Source: an optimization exercise on an open RTL-to-GDS flow (aim: small area, a short achievable clock period and few clock cycles per item). Production flows keep margins and buffers that such runs may drop.
The RTL was checked by simulation tests, not by an equivalence proof against the original design.
Power figures rest on the tool's default switching activity, not on a simulated workload.

==> run a <==
==> flow/design.v (excerpt) <==
module mcp_top
(
    input  logic        clk,
    input  logic        rst,
    input  logic        start_req,
    output logic        start_ack,
    input  logic        host_we,
    input  logic [5:0]  host_addr,
    input  logic [15:0] host_wdata,
    output logic [15:0] host_rdata
);
Settings: LEC_CHECK=0, ABC_AREA=1, CAP_MARGIN=20, CORE_MARGIN=2, CORE_UTILIZATION=47, CTS_BUF_LIST=sky130_fd_sc_hd__clkbuf_8, PLACE_DENSITY=0.65, SETUP_SLACK_MARGIN=4.7, SLEW_MARGIN=20, TNS_END_PERCENT=20; clock period 8.0 ns.
run.sh (not shown) runs the stock make flow with config.mk's settings and CLKGATE_MAP_FILE= SYNTH_SCRIPT=/design/flow/synth_recipe.tcl, a recipe that flattens the netlist after the stock synthesis.
==> inputs of run b, as changes to run a <==
==> flow/flow/run.sh (new file) <==
#!/bin/bash
# The standard layout (standard.sh), with two ORFS settings changed:
#  - the input and output port buffers are buf_4 cells, not the delay-cell
#    buffer that buffer_ports picks on its own;
#  - ADDER_MAP_FILE is empty, so synthesis leaves adders as plain gates for
#    abc instead of mapping them to full/half adder cells.
# make's output goes to flow_make.log here; each tool's log is under orfs/logs.
set -euo pipefail
export BUFFER_PORTS_ARGS="-buffer_cell sky130_fd_sc_hd__buf_4"
bash standard.sh ADDER_MAP_FILE= finish > flow_make.log 2>&1
==> flow/standard.sh (new file) <==
#!/bin/bash
# synth_recipe.tcl (not shown) runs the flow's synth.tcl, then flattens the netlist and writes it again
# the make line also repeats each setting of config.mk as NAME=value (left out here)
make -C /OpenROAD-flow-scripts/flow DESIGN_CONFIG=/design/flow/config.mk WORK_HOME=/design/flow/orfs CLKGATE_MAP_FILE= SYNTH_SCRIPT=/design/flow/synth_recipe.tcl "${@:-finish}"
- CORE_UTILIZATION: 47 -> 55
- PLACE_DENSITY: 0.65 -> 0.7
- SETUP_SLACK_MARGIN: 4.7 -> 4.6
- TNS_END_PERCENT: 20 -> 5
removed: flow/run.sh
==> inputs of run c, as changes to run a <==
==> flow/flow/run.sh (new file) <==
#!/bin/bash
# The standard layout (standard.sh, unchanged synthesis), except that the
# input and output port buffers are buf_4 cells instead of the delay-cell
# buffer that buffer_ports picks on its own.
# make's output goes to flow_make.log here; each tool's log is under orfs/logs.
set -euo pipefail
export BUFFER_PORTS_ARGS="-buffer_cell sky130_fd_sc_hd__buf_4"
bash standard.sh finish > flow_make.log 2>&1
==> flow/standard.sh (new file) <==
#!/bin/bash
# synth_recipe.tcl (not shown) runs the flow's synth.tcl, then flattens the netlist and writes it again
# the make line also repeats each setting of config.mk as NAME=value (left out here)
make -C /OpenROAD-flow-scripts/flow DESIGN_CONFIG=/design/flow/config.mk WORK_HOME=/design/flow/orfs CLKGATE_MAP_FILE= SYNTH_SCRIPT=/design/flow/synth_recipe.tcl "${@:-finish}"
- CORE_UTILIZATION: 47 -> 55
- PLACE_DENSITY: 0.65 -> 0.7
- SETUP_SLACK_MARGIN: 4.7 -> 4.6
- TNS_END_PERCENT: 20 -> 5
removed: flow/run.sh
==> comparison table <==
Synthesized-area fraction occupied by xor and xnor cells: run b 2.79%; run c 2.64%; run a 2.64%
Maximum clock rate: run b 273 MHz; run c 280 MHz; run a 278 MHz
Worst skew pair latency: run b 0.93 ns; run c 0.91 ns; run a 0.94 ns
Reg area: run b 37200 um^2; run c 37200 um^2; run a 37300 um^2
Register fraction of the total cell area: run b 56.8%; run c 57.4%; run a 56.8%
Minimum setup slack after placement: run b 1.99 ns; run c 3.10 ns; run a 2.06 ns
Net count reported at finish: run b 5890; run c 5325; run a 5350
Area occupied by multi-input gates: run b 19300 um^2; run c 18800 um^2; run a 19100 um^2
Routed length per placed instance: run b 24.2 um; run c 25.6 um; run a 25.5 um
Vias in the first global route: run b 42.0k; run c 38.3k; run a 38.2k
Portion of total power attributed to sequential cells: run b 46.8%; run c 40.7%; run a 40.0%
Run status: run b finished clean; run c finished clean; run a finished clean
Effective utilization at floorplan: run b 55.5%; run c 55.3%; run a 47.4%
Clk. pwr: run b 5370 uW; run c 5650 uW; run a 5400 uW
Wire length of the first global-routing pass: run b 263000 um; run c 247000 um; run a 256000 um
Met1 capacity usage during global routing: run b 45.3%; run c 45.2%; run a 40.0%
Testbench counts of run a, summed over its fixed seeds: cycles 832, runs 64.
Testbench counts of run b, summed over its fixed seeds: cycles 832, runs 64.
Testbench counts of run c, summed over its fixed seeds: cycles 832, runs 64.

## what the ideal ports hide
The flow's constraints put no driver on any port. The routed layouts listed below were extracted and timed again, unchanged, in two steps. Step 1 (the two cells are an assumption about what drives the block):
set clk [get_ports {clk}]
set_driving_cell -lib_cell sky130_fd_sc_hd__clkbuf_16 $clk
set_driving_cell -lib_cell sky130_fd_sc_hd__buf_2 [delete_from_list [all_inputs] $clk]
Step 2, shift: input delay + t, output delay - t, t = (earliest + latest rising clock arrival at the registers) / 2. This alone moves slack from input paths to output paths. Slacks: no drivers / after step 1 / after step 2; pairs: no drivers / after step 1.
run	shift t [ns]	setup slack, ns	worst register clock-pin slew, ns	cell pins on the clock port's net
run a	0.982	4.398 / 4.363 / 3.381	0.07 / 0.07	1
run b	0.960	4.344 / 4.289 / 3.329	0.07 / 0.07	1
run c	0.948	4.429 / 4.467 / 3.520	0.07 / 0.07	1
After both steps setup and hold are still met in every run listed. For run a, which loses most, drivers alone change the setup slack by -0.035 ns; drivers and shift together by -1.017 ns.
